This design comes from an exercise in tuning for small area on the open sky130 flow, not from production work. The RTL was checked by simulation tests, not by an equivalence proof against the original design. Power figures rest on the tool's default switching activity, not on a simulated workload.

===== design/flow/design.v =====
package rf_pkg;
    localparam int DATA_W_DEF = 32;
    localparam int ADDR_W_DEF = 5;
    localparam int ZERO_ADDR  = 0;
endpackage
import rf_pkg::*;
module rf_inv   (input logic a, output logic y);             assign y = ~a;               endmodule
module rf_nor2  (input logic a, b, output logic y);          assign y = ~(a | b);         endmodule
module rf_nand2 (input logic a, b, output logic y);          assign y = ~(a & b);         endmodule
module rf_nand3 (input logic a, b, c, output logic y);       assign y = ~(a & b & c);     endmodule
module rf_nand4 (input logic a, b, c, d, output logic y);    assign y = ~(a & b & c & d); endmodule
module rf_and2  (input logic a, b, output logic y);          assign y = a & b;            endmodule
module rf_and3  (input logic a, b, c, output logic y);       assign y = a & b & c;        endmodule
module rf_or3   (input logic a, b, c, output logic y);       assign y = a | b | c;        endmodule
module rf_or4   (input logic a, b, c, d, output logic y);    assign y = a | b | c | d;    endmodule
module rf_xor2  (input logic a, b, output logic y);          assign y = a ^ b;            endmodule
module rf_xnor2 (input logic a, b, output logic y);          assign y = ~(a ^ b);         endmodule
module rf_mux4 (input logic [3:0] d, input logic [1:0] s, output logic y);
    assign y = d[s];
endmodule
module rf_aoi222 (
    input  logic a1, a2, b1, b2, c1, c2,
    output logic y
);
    assign y = ~((a1 & a2) | (b1 & b2) | (c1 & c2));
endmodule
module rf_or11x (
    input  logic [10:0] g,
    input  logic        p,
    output logic        y
);
    logic o0, o1, o2, n;
    rf_nand4 u_o0 (.a(g[0]), .b(g[1]), .c(g[2]),  .d(g[3]), .y(o0));
    rf_nand4 u_o1 (.a(g[4]), .b(g[5]), .c(g[6]),  .d(g[7]), .y(o1));
    rf_nand3 u_o2 (.a(g[8]), .b(g[9]), .c(g[10]), .y(o2));
    rf_or3   u_n  (.a(o0), .b(o1), .c(o2), .y(n));
    rf_xor2  u_x  (.a(n), .b(p), .y(y));
endmodule
module rf_match5 (
    input  logic [4:0] a, b,
    input  logic       en,
    output logic       y
);
    logic [4:0] e;
    logic       t0, t1;
    for (genvar i = 0; i < 5; i++) begin : g_x
        rf_xnor2 u_x (.a(a[i]), .b(b[i]), .y(e[i]));
    end
    rf_and3 u_t0 (.a(e[0]), .b(e[1]), .c(e[2]), .y(t0));
    rf_and3 u_t1 (.a(e[3]), .b(e[4]), .c(en),   .y(t1));
    rf_and2 u_y  (.a(t0),   .b(t1),   .y(y));
endmodule
module rf_read_port
#(
    parameter int DATA_W = DATA_W_DEF,
    parameter int ADDR_W = ADDR_W_DEF
) (
    input  logic                              rst_ni,
    input  logic                              ph_i,
    input  logic [ADDR_W-1:0]                 addr_i,
    input  logic [(2**ADDR_W)-1:0][DATA_W-1:0] regs_i,
    input  logic [(2**ADDR_W)-1:0]            pend_i,
    input  logic [(2**ADDR_W)-1:0]            rden_i,
    input  logic                              we0_i,
    input  logic [ADDR_W-1:0]                 wa0_i,
    input  logic [DATA_W-1:0]                 xd0_i,
    input  logic                              we1_i,
    input  logic [ADDR_W-1:0]                 wa1_i,
    input  logic [DATA_W-1:0]                 xd1_i,
    input  logic                              pset_i,
    input  logic [ADDR_W-1:0]                 preg_i,
    output logic [DATA_W-1:0]                 data_o,
    output logic                              pend_o
);
    localparam int DEPTH = 2 ** ADDR_W;
    logic [4:0] a, na;
    logic [3:0] lo;
    logic [7:0] hi;
    logic z, nz, h0, h1, ph, nh1, nph, s0, s1, pp, pk, pm;
    logic [DEPTH-1:0] sel;
    assign a = addr_i;
    for (genvar i = 0; i < 5; i++) begin : g_na
        rf_inv u_i (.a(a[i]), .y(na[i]));
    end
    rf_nor2 u_lo0 (.a(a[1]),  .b(a[0]),  .y(lo[0]));
    rf_nor2 u_lo1 (.a(a[1]),  .b(na[0]), .y(lo[1]));
    rf_nor2 u_lo2 (.a(na[1]), .b(a[0]),  .y(lo[2]));
    rf_nor2 u_lo3 (.a(na[1]), .b(na[0]), .y(lo[3]));
    for (genvar j = 0; j < 8; j++) begin : g_hi
        rf_and3 u_h (
            .a(j[0] ? a[2] : na[2]),
            .b(j[1] ? a[3] : na[3]),
            .c(j[2] ? a[4] : na[4]),
            .y(hi[j])
        );
    end
    rf_nand2 u_z  (.a(lo[0]), .b(hi[0]), .y(z));
    rf_and2  u_nz (.a(z), .b(rst_ni), .y(nz));
    rf_match5 u_m0 (.a(wa0_i), .b(a), .en(we0_i),  .y(h0));
    rf_match5 u_m1 (.a(wa1_i), .b(a), .en(we1_i),  .y(h1));
    rf_match5 u_mp (.a(preg_i), .b(a), .en(pset_i), .y(ph));
    rf_inv   u_nh1 (.a(h1), .y(nh1));
    rf_and3  u_s0  (.a(nz), .b(h0), .c(nh1), .y(s0));
    rf_and2  u_s1  (.a(nz), .b(h1), .y(s1));
    assign sel[0] = 1'b0;
    for (genvar r = 1; r < DEPTH; r++) begin : g_sel
        rf_and3 u_s (.a(lo[r % 4]), .b(hi[r / 4]), .c(rden_i[r]), .y(sel[r]));
    end
    logic [7:0] oa;
    logic [1:0] ob;
    logic       any;
    for (genvar j = 0; j < 8; j++) begin : g_oa
        rf_or4 u_o (
            .a(j == 0 ? s0 : sel[4*j]), .b(sel[4*j+1]), .c(sel[4*j+2]), .d(sel[4*j+3]),
            .y(oa[j])
        );
    end
    rf_or4 u_ob0 (.a(oa[0]), .b(oa[1]), .c(oa[2]), .d(oa[3]), .y(ob[0]));
    rf_or4 u_ob1 (.a(oa[4]), .b(oa[5]), .c(oa[6]), .d(oa[7]), .y(ob[1]));
    rf_or3 u_any (.a(ob[0]), .b(ob[1]), .c(s1), .y(any));
    rf_and2 u_pp (.a(any), .b(ph_i), .y(pp));
    for (genvar b = 0; b < DATA_W; b++) begin : g_bit
        logic [10:0] g;
        rf_aoi222 u_aoi_first (
            .a1(s0),     .a2(xd0_i[b]),
            .b1(sel[1]), .b2(regs_i[1][b]),
            .c1(sel[2]), .c2(regs_i[2][b]),
            .y (g[0])
        );
        for (genvar j = 1; j < 10; j++) begin : g_aoi
            rf_aoi222 u_aoi (
                .a1(sel[3*j]),   .a2(regs_i[3*j][b]),
                .b1(sel[3*j+1]), .b2(regs_i[3*j+1][b]),
                .c1(sel[3*j+2]), .c2(regs_i[3*j+2][b]),
                .y (g[j])
            );
        end
        rf_aoi222 u_aoi_last (
            .a1(sel[30]), .a2(regs_i[30][b]),
            .b1(sel[31]), .b2(regs_i[31][b]),
            .c1(s1),      .c2(xd1_i[b]),
            .y (g[10])
        );
        rf_or11x u_or (.g(g), .p(pp), .y(data_o[b]));
    end
    logic [7:0] pg;
    logic [1:0] pq;
    for (genvar j = 0; j < 8; j++) begin : g_pg
        rf_mux4 u_m (.d(pend_i[4*j +: 4]), .s(a[1:0]), .y(pg[j]));
    end
    rf_mux4 u_pq0 (.d(pg[3:0]), .s(a[3:2]), .y(pq[0]));
    rf_mux4 u_pq1 (.d(pg[7:4]), .s(a[3:2]), .y(pq[1]));
    logic pn0, pn1;
    rf_nand2 u_pn0 (.a(pq[0]), .b(na[4]), .y(pn0));
    rf_nand2 u_pn1 (.a(pq[1]), .b(a[4]),  .y(pn1));
    rf_nand2 u_pm  (.a(pn0),   .b(pn1),   .y(pm));
    rf_inv   u_nph (.a(ph), .y(nph));
    rf_nand2 u_pk  (.a(h1), .b(nph), .y(pk));
    rf_and3  u_pd  (.a(pm), .b(nz), .c(pk), .y(pend_o));
endmodule
import rf_pkg::*;
module register_file_mp
#(
    parameter int DATA_W   = DATA_W_DEF,
    parameter int ADDR_W   = ADDR_W_DEF,
    parameter int NUM_READ = 2
) (
    input  logic                         Clock,
    input  logic                         Reset_n,
    input  logic [NUM_READ*ADDR_W-1:0]   ReadRegister,
    output logic [NUM_READ*DATA_W-1:0]   ReadData,
    output logic [NUM_READ-1:0]          ReadPending,
    input  logic                         RegWrite0,
    input  logic [ADDR_W-1:0]            WriteRegister0,
    input  logic [DATA_W-1:0]            WriteData0,
    input  logic                         RegWrite1,
    input  logic [ADDR_W-1:0]            WriteRegister1,
    input  logic [DATA_W-1:0]            WriteData1,
    input  logic                         PendSet,
    input  logic [ADDR_W-1:0]            PendRegister
);
    localparam int DEPTH = 2 ** ADDR_W;
    logic [DEPTH-1:0][DATA_W-1:0] regs_q;
    logic [DEPTH-1:0]             pend_q, rden;
    logic                         phase_q;
    logic [DATA_W-1:0]            xd0, xd1;
    always_ff @(posedge Clock or negedge Reset_n) begin
        if (!Reset_n) phase_q <= 1'b0;
        else          phase_q <= !phase_q;
    end
    assign xd0 = WriteData0 ^ {DATA_W{phase_q}};
    assign xd1 = WriteData1 ^ {DATA_W{phase_q}};
    assign regs_q[0] = '0;
    assign pend_q[0] = 1'b0;
    assign rden[0] = 1'b0;
    for (genvar r = 1; r < DEPTH; r++) begin : g_reg
        logic h0, h1, w0, hold, ps, pd, p, v;
        logic [DATA_W-1:0] d, q;
        assign h1   = RegWrite1 && (WriteRegister1 == r);
        assign h0   = RegWrite0 && (WriteRegister0 == r);
        assign w0   = h0 && !h1;
        assign hold = !h0 && !h1;
        assign ps   = PendSet && (PendRegister == r);
        assign pd   = ps || (p && !h1);
        for (genvar b = 0; b < DATA_W; b++) begin : g_bit
            rf_aoi222 u_d (
                .a1(h1),   .a2(xd1[b]),
                .b1(w0),   .b2(xd0[b]),
                .c1(hold), .c2(q[b]),
                .y (d[b])
            );
        end
        always_ff @(posedge Clock or negedge Reset_n) begin
            if (!Reset_n) begin
                p <= 1'b0;
                v <= 1'b0;
            end else begin
                p <= pd;
                v <= v || !hold;
            end
        end
        always_ff @(posedge Clock) begin
            q <= d;
        end
        assign regs_q[r] = q;
        assign pend_q[r] = p;
        assign rden[r] = v && hold;
    end
    for (genvar k = 0; k < NUM_READ; k++) begin : g_rd
        rf_read_port #(
            .DATA_W (DATA_W),
            .ADDR_W (ADDR_W)
        ) u_rd (
            .rst_ni (Reset_n),
            .ph_i   (phase_q),
            .addr_i (ReadRegister[k*ADDR_W +: ADDR_W]),
            .regs_i (regs_q),
            .pend_i (pend_q),
            .rden_i (rden),
            .we0_i  (RegWrite0),
            .wa0_i  (WriteRegister0),
            .xd0_i  (xd0),
            .we1_i  (RegWrite1),
            .wa1_i  (WriteRegister1),
            .xd1_i  (xd1),
            .pset_i (PendSet),
            .preg_i (PendRegister),
            .data_o (ReadData[k*DATA_W +: DATA_W]),
            .pend_o (ReadPending[k])
        );
    end
endmodule

===== design/flow/flow/run.sh =====
#!/bin/bash
# Layout flow: the standard ORFS flow (standard.sh, unchanged synthesis),
# with these changes to how the layout is made:
#  - port buffers use a plain buf_2 instead of the resizer's default pick,
#  - clock tree synthesis without dummy loads, with clkbuf_8 clock buffers
#    and larger sink clusters.
# The make output goes to flow_make.log; ORFS keeps each step's log under orfs/logs.
set -euo pipefail
bash standard.sh \
  "BUFFER_PORTS_ARGS=-buffer_cell sky130_fd_sc_hd__buf_2" \
  "CTS_ARGS=-sink_clustering_enable -repair_clock_nets -dont_use_dummy_load -sink_clustering_size 16 -sink_clustering_max_diameter 60 -buf_list {sky130_fd_sc_hd__clkbuf_8}" \
  finish > flow_make.log 2>&1

===== design/flow/standard.sh =====
#!/bin/bash
# synth_recipe.tcl (not shown) runs the flow's synth.tcl, then flattens the netlist and writes it again
# the make line also repeats each setting of config.mk as NAME=value (left out here)
make -C /OpenROAD-flow-scripts/flow DESIGN_CONFIG=/design/flow/config.mk WORK_HOME=/design/flow/orfs CLKGATE_MAP_FILE= SYNTH_SCRIPT=/design/flow/synth_recipe.tcl "${@:-finish}"

===== design/flow/config.mk =====
export PLATFORM = sky130hd
export DESIGN_NAME = register_file_mp
export DESIGN_NICKNAME = register_file_mp
export VERILOG_FILES = /design/flow/design.v
export SDC_FILE = /design/flow/constraint.sdc
export NUM_CORES = 4
export LEC_CHECK = 0
export CAP_MARGIN = 10
export CELL_PAD_IN_SITES_DETAIL_PLACEMENT = 2
export CELL_PAD_IN_SITES_GLOBAL_PLACEMENT = 2
export CORE_MARGIN = 2
export CORE_UTILIZATION = 30
export PLACE_DENSITY = 0.35
export SLEW_MARGIN = 10
export SYNTH_HIERARCHICAL = 1
export SYNTH_MINIMUM_KEEP_SIZE = 0

===== design/flow/constraint.sdc =====
create_clock -name core_clock -period 7.0 [get_ports {Clock}]
set_input_delay 1.4000 -clock core_clock [delete_from_list [all_inputs] [get_ports {Clock}]]
set_output_delay 1.4000 -clock core_clock [all_outputs]
set_load 0.01 [all_outputs]

==> metrics.cfg, run 1 <==
[sta]
fin_crit_sh_pct = 98.3
fin_skew_ns = 0.0858
final_hold_viol_count = 0
slew_headroom_pct = 11.6
hold-worst-slack_ns = 0.456
fin_tns_setup_ns = 0
clock.fmax_ghz = 0.145
setup_viol = 0
maxSlewViolCount = 0
worst_pin_slew_ns = 1.33
min_period_ns = 6.88
rsz0062_at_grt = false

[critical_path]
cp.required_ns = 5.60
worstSetupPathType = in2out
path_max_fanout = 21
path_cells = buf_2 -> and4bb_1 -> a22oi_2 -> and2_1 -> and3_2 -> buf_4 -> buf_4 -> a222oi_1 -> nand4_1 -> or3_1 -> xor2_1 -> buf_2
max_stage_delay_ns = 0.61
worstSetupStartpointType = input pin
end_kind = output port
crit_arrival_ns = 5.48
cp_slowest_cell = nand4_1

[logic_synthesis]
yosysTopAreaCellShare_pct = 44.4
syn_area_um2 = 44800
syn_area_per_cell_um2 = 12.2
synthArstFlopShare_pct = 5.97
synthCells = 3671
synth_area_leaders = dfxtp_1 (44%), a222oi_1 (38%), dfrtp_1 (3.5%)
synth_largest_area_cell = dfxtp_1
ys.flop_type = dfxtp_1
ys_ff_latch = 1055
synth_edf_count = 0
ys_seq_area_share_pct = 47.9
synth_cell_type_count = 46
synth_warnings = 7

[floorplanning]
ioPinCount = 160
fp-row-count = 141
core-area_um2 = 148000
die_w_um = 390
start_util_pct = 30.3
die_h_um = 390
dieArea_um2 = 152000

[power_and_ir_drop]
p_per_area_nw_per_um2 = 329
p_leak_nw = 18.5
power_mw = 17.5
vdd_drop_max_uv = 166

[grt]
antenna_found_initial = 39
track_usage_pct = 41.9
grt_pass1_wl_um = 451000
grt_max_degree = 46
grt-ovfl-total = 0
grt_pass1_vias = 54263

[route]
top_layer_used = met5
ant_nets = 0
drt_iter0_markers = 15602
remaining_drc_errors = 0
wl_met2_um = 141000
wl_per_cell_um = 54.6
viasPerCell = 8.71
drt-total-wl_um = 335000
wl_met3_um = 49500
vias = 53362
wl_met1_um = 127000
first_pass_iters = 15

[cts]
cts.sinks = 1055
clk_latency_ns = 0.90
hold_buffers = 0
clk_pin_slew_worst_paths_ns = 0.04
clockBufferDepth = 3
numCtsBuffers = 131
ctsResizeCount = 0
cts_root_buf = clkbuf_8
post_cts_buffers = 0
htree_num_levels = 4
cts_tree = built

[finish]
fin_util_pct = 36.0
syn_to_final_growth_pct = 18.9
drive_above_1_share_pct = 18.8
nNetsFinal = 4276

[job]
drv_cap = 0

[place]
dp_hpwl_um = 197000
gp_congestion = 0.944
io_buffers = 159

[worst_hold_path]
hold_class = reg2reg

[run_status]
status = timing/DRC/antenna clean

## power breakdown
group          internal [mW]  switching (mW)
Clock                   1.66            2.38
Combinational           1.78            2.22
Sequential              7.91            1.57
Total                   11.3            6.17
## final cells by class
cell class,count,area (um^2)
Tap cell,1930,2410
Antenna cell,20,50.0
Multi-Input combinational cell,2551,24600
Fill cell,15378,94600
Inverter,32,120
Clock buffer,131,1800
Timing Repair Buffer,411,2750
Sequential cell,1055,21400
## per-module statistics from Yosys, one instance, submodules excluded, excerpt
module | copies in the design | cell area, um^2 | cells
rf_aoi222 | 1696 | 10.0 | 1
rf_nand4 | 128 | 6.26 | 1
rf_and3 | 94 | 6.26 | 1
rf_and2 | 12 | 6.26 | 1
rf_inv | 14 | 3.75 | 1
rf_or3 | 66 | 6.26 | 1
register_file_mp | 1 | 24000 | 1445
rf_nand3 | 64 | 5.00 | 1
rf_xor2 | 64 | 8.76 | 1
## sequential cells by signal, summed over array words and instances (netlist names)
name and flops:
g.p 31, phase_q 1, g.q 992, g.v 31
## worst max-delay path: cells and delay by family
kind,cells,cell delay (ns)
simple gates,5,2.20
compound gates,2,0.61
buf+inv,4,1.04
xor+xnor,1,0.17
## synth_stat cells (5+ instances only)
library cell  count
a222oi_1       1696
a22o_1            8
a22oi_1          13
a22oi_2          18
a32o_1            5
and2_1           45
and3_1          108
buf_2            26
dfrtp_1          63
dfxtp_1         992
inv_1            32
mux4_2           20
nand2_1          44
nand2b_1         36
nand3_1          66
nand4_1         130
nor2_1           48
nor2b_1           6
o21ai_0          29
o31ai_1           6
or3_1            66
or4_1            20
xnor2_1          30
xor2_1          128
## routing by layer
metal | GRT usage [%] | vias up
li1 | - | 19609
met1 | 54.8 | 27714
met2 | 61.4 | 4910
met3 | 13.8 | 1109
met4 | 21.3 | 20
met5 | 0.670 | -
## cells by family (layout without fill, tap and decap cells)
group,Yosys count,count (layout),share of synthesized area (%)
multiplexers,20,20,1.01
XOR/XNOR,158,158,3.09
AND/OR/NAND/NOR,595,595,7.96
flip-flops,1055,1055,47.9
buffers and inverters,66,574,0.674
AO/OA/AOI/OAI,1776,1776,39.4
other,1,22,0.00838
## metrics by stage
stage / instance area [um^2] / setup WS (ns) / instances
final: 53200 / 0.119 / 6130
after CTS: 53200 / 0.268 / 6110
after detailed placement: 51400 / 0.289 / 5979
after floorplan: 44800 / 0.111 / 3672
after global routing: 53200 / 0.103 / 6112
after global placement: 51400 / 0.379 / 5979
## path summary, 6_finish.rpt
path                            slack (ns)  cells after the start               to               from
worst max-delay path                  0.12                     12     ReadData[59]  WriteRegister1[4]
worst min-delay path                  0.46                      1       g_reg[9].v         g_reg[9].v
worst max register to register        3.49                      5  g_reg[21].q[23]            phase_q
worst min register to register        0.46                      1       g_reg[9].v         g_reg[9].v
max in group asynchronous             5.26                      2       g_reg[9].v            Reset_n
min in group asynchronous             0.52                      1      g_reg[15].v            Reset_n
## cell usage in the layout (no fill, tap or decap), types with 3 or more instances in the layout
| cell | n |
|---|---|
| xor2_1 | 64 |
| diode_2 | 20 |
| a22oi_2 | 31 |
| or4_1 | 20 |
| o21ai_0 | 29 |
| buf_2 | 159 |
| o31ai_1 | 6 |
| nand4b_1 | 3 |
| clkbuf_8 | 131 |
| a32o_1 | 5 |
| and3_2 | 77 |
| a222oi_1 | 1696 |
| buf_12 | 5 |
| or3_1 | 66 |
| a22o_1 | 8 |
| dfxtp_1 | 992 |
| buf_4 | 247 |
| nor2_1 | 13 |
| nand2_1 | 44 |
| xnor2_1 | 30 |
| nand3_1 | 66 |
| and4b_1 | 3 |
| and3_1 | 31 |
| and4bb_2 | 3 |
| nand2b_1 | 36 |
| and2_1 | 41 |
| xor2_4 | 62 |
| inv_1 | 24 |
| mux4_2 | 20 |
| clkinv_1 | 8 |
| nand4_1 | 130 |
| dfrtp_1 | 62 |
| nor2_4 | 36 |
| nor2b_1 | 6 |
==> inputs of run 2 (changes only) <==
--- a/design/flow/design.v
+++ b/design/flow/design.v
@@ -194,7 +194,7 @@
     assign pend_q[0] = 1'b0;
     assign rden[0] = 1'b0;
     for (genvar r = 1; r < DEPTH; r++) begin : g_reg
-        logic h0, h1, w0, hold, ps, pd, p, v;
+        logic h0, h1, w0, hold, ps, pd, p;
         logic [DATA_W-1:0] d, q;
         assign h1   = RegWrite1 && (WriteRegister1 == r);
         assign h0   = RegWrite0 && (WriteRegister0 == r);
@@ -212,19 +212,16 @@
         end
         always_ff @(posedge Clock or negedge Reset_n) begin
             if (!Reset_n) begin
+                q <= '0;
                 p <= 1'b0;
-                v <= 1'b0;
             end else begin
+                q <= d;
                 p <= pd;
-                v <= v || !hold;
             end
-        end
-        always_ff @(posedge Clock) begin
-            q <= d;
         end
         assign regs_q[r] = q;
         assign pend_q[r] = p;
-        assign rden[r] = v && hold;
+        assign rden[r] = hold;
     end
     for (genvar k = 0; k < NUM_READ; k++) begin : g_rd
         rf_read_port #(
==> run 2 against run 1 <==
Global-route usage up 0.66 points. Sequential power is 2.7% lower. Sequential cell count decreased by 31. Die area is 7.6% higher. Critical path depth is the same. Design area grew 8.2%. Largest power group unchanged.
==> metrics.cfg, run 2 <==
[finish]
fin_util_pct = 36.0
top_register = g.q
syn_to_final_growth_pct = 19.5
reg_top3 = g.q: 992 flops, g.p: 31 flops, phase_q: 1 flops
largest_reg_flops = 992
final_cell_mix = a222oi_1 (1,696), dfrtp_1 (1,023), buf_4 (287)
layout_commonest_cell = a222oi_1
instances_no_fill = 6270
drive_above_1_share_pct = 20.4
nNetsFinal = 4222

[cts]
cts_tree = built
numCtsBuffers = 133
cts_root_buf = clkbuf_8
clk_latency_ns = 0.91
hold_buffers = 0
htree_num_levels = 4
clockBufferDepth = 3
post_cts_buffers = 0
cts.sinks = 1024
ctsResizeCount = 0
clk_pin_slew_worst_paths_ns = 0.07

[floorplanning]
dieArea_um2 = 164000
core-area_um2 = 160000
die_h_um = 405
ioPinCount = 160
die_w_um = 405
fp-row-count = 147
start_util_pct = 30.1

[sta]
fin_tns_setup_ns = 0
worst_pin_slew_ns = 1.25
rsz0062_at_grt = false
clock.fmax_ghz = 0.146
fin_skew_ns = 0.0665
final_hold_viol_count = 0
setup_viol = 0
setup_slack_ns = 0.133
min_period_ns = 6.87
maxSlewViolCount = 0
slew_headroom_pct = 16.7
fin_crit_sh_pct = 98.1

[grt]
grt-ovfl-total = 0
track_usage_pct = 42.6
grt_pass1_wl_um = 484000
antenna_found_initial = 32
grt_max_degree = 178
grt_pass1_vias = 57858

[logic_synthesis]
synth_cell_type_count = 36
synthCells = 3561
syn_area_um2 = 48200
ys.flop_type = dfrtp_1
synth_largest_area_cell = dfrtp_1
synth_warnings = 7
ys_seq_area_share_pct = 53.2
synth_area_leaders = dfrtp_1 (53%), a222oi_1 (35%), xor2_1 (2.3%)
post-synth-top-count-cell = a222oi_1
syn_area_per_cell_um2 = 13.5
synthArstFlopShare_pct = 100
ys_ff_latch = 1024
synth_edf_count = 0
synth_common_cells = a222oi_1 (1,696), dfrtp_1 (1,024), nand4_1 (131), xor2_1 (128), and3_1 (95)
yosysTopAreaCellShare_pct = 53.2

[route]
drt-total-wl_um = 357000
vias = 54390
remaining_drc_errors = 0
ant_nets = 0
drt_iter0_markers = 16256
viasPerCell = 8.67
first_pass_iters = 15
wl_per_cell_um = 56.9

[place]
dp_hpwl_um = 204000
gp_congestion = 0.913
dpl.cell_count = 6079
io_buffers = 159
dp_slack_ns = 0.0916

[power_and_ir_drop]
p_leak_nw = 21.4
p_per_area_nw_per_um2 = 299
power_mw = 17.2
vdd_drop_max_uv = 201

[critical_path]
end_kind = output port
worstSetupStartpointType = input pin
crit_arrival_ns = 5.47
worstSetupPathType = in2out
path_max_fanout = 16
cp.required_ns = 5.60

[run_status]
status = timing/DRC/antenna clean

[worst_hold_path]
hold_class = in2async

[job]
drv_cap = 0

[run 2: cell types whose count changed after synthesis, moves of 20 or more]
cell	delta
dfxtp_1	-992
dfrtp_1	+961
and2_1	-32
nor3_1	+31
nand2b_1	-29
a21oi_1	+20
[run 2: routing by layer]
layer	share of wire, %	wire [um]	vias to the layer above	global-route usage (%)
li1	-	-	19417	-
met1	36	129000	28813	53.2
met2	42	150000	4966	59.6
met3	14	49900	1174	16.2
met4	7.8	27700	20	30.9
met5	0.099	355	-	0.892
[run 2: logic make-up after synthesis]
family | count (synthesis) | share of synthesized area, %
muxes | 20 | 0.934
xor gates and xnor gates | 158 | 2.87
DFF | 1024 | 53.2
and+or+nand+nor | 537 | 6.51
buffers and inverters | 44 | 0.379
other | 1 | 0.00778
AOI/OAI and AO/OA | 1777 | 36.1
[run 2: final timing paths]
kind	depth (start not counted)	end	start	slack, ns
max	12	ReadData[46]	WriteRegister0[2]	0.13
min	1	g_reg[27].q[6]	Reset_n	0.36
max reg2reg	5	g_reg[3].q[17]	phase_q	3.39
min reg2reg	1	g_reg[16].q[3]	g_reg[16].q[3]	0.50
max in group asynchronous	4	g_reg[3].q[26]	Reset_n	3.49
min in group core_clock	1	g_reg[16].q[3]	g_reg[16].q[3]	0.50
[run 2: area by class of cell]
cell class | instances | area (um^2)
antenna | 58 | 145
clock buffer | 133 | 1830
fill | 16337 | 102000
inverter | 20 | 75.1
multi-input combinational | 2494 | 24200
sequential | 1024 | 25600
tap | 2086 | 2610
timing repair buffer | 455 | 3140
[run 2: per-stage QoR]
step / instance area [um^2] / hold slack, ns
after floorplan: 48500 / 0.467
after global placement: 55600 / 0.477
after detailed placement: 55600 / 0.489
after CTS: 57400 / 0.305
after global routing: 57600 / 0.317
final: 57600 / 0.361
[run 2: critical path, cell delays in order]
cell and delay [ns]:
buf_2 0.28, nand4_1 0.47, nor2_1 0.38, nor2_4 0.07, and3_2 0.22, or4_1 0.53, or4_1 0.57, or3_1 0.42
and2_2 0.32, buf_4 0.31, xor2_1 0.27, buf_2 0.17
[run 2: where the power goes]
group	internal (mW)	leakage [nW]	switching, mW
Clock	1.68	0.957	2.36
Sequential	7.67	12.2	1.55
Combinational	1.72	8.28	2.27
[run 2: Yosys stat by module (local to each module, per instance), excerpt]
module,flip-flops and latches,times used,cells inside
rf_xor2,0,64,1
register_file_mp,1024,1,1335
rf_aoi222,0,1696,1
rf_inv,0,14,1
rf_nand4,0,128,1
rf_or4,0,20,1
rf_or3,0,66,1
rf_nand2,0,10,1

## what the ideal ports hide
How much do the figures lean on ideal ports? The routed layouts below were timed once more, with nothing changed but the port constraints.
Step 1: set_driving_cell puts a clkbuf_16 on Clock and a buf_2 on each other input, an assumption about the parent block.
Step 2, shift: input delay + t, output delay - t, t = (earliest + latest rising clock arrival at the registers) / 2. This alone moves slack from input paths to output paths.
Three values: no drivers, after step 1, after step 2; two values: the first two.
run	shift t [ns]	setup WS [ns]	cell pins on the clock port's net
run 1	0.948	0.119 / 0.094 / 0.094	1
run 2	0.943	0.133 / 0.105 / 0.105	1
After both steps every run listed still meets setup and hold. For run 2, which loses most, drivers alone change the setup slack by -0.028 ns; drivers and shift together by -0.028 ns.
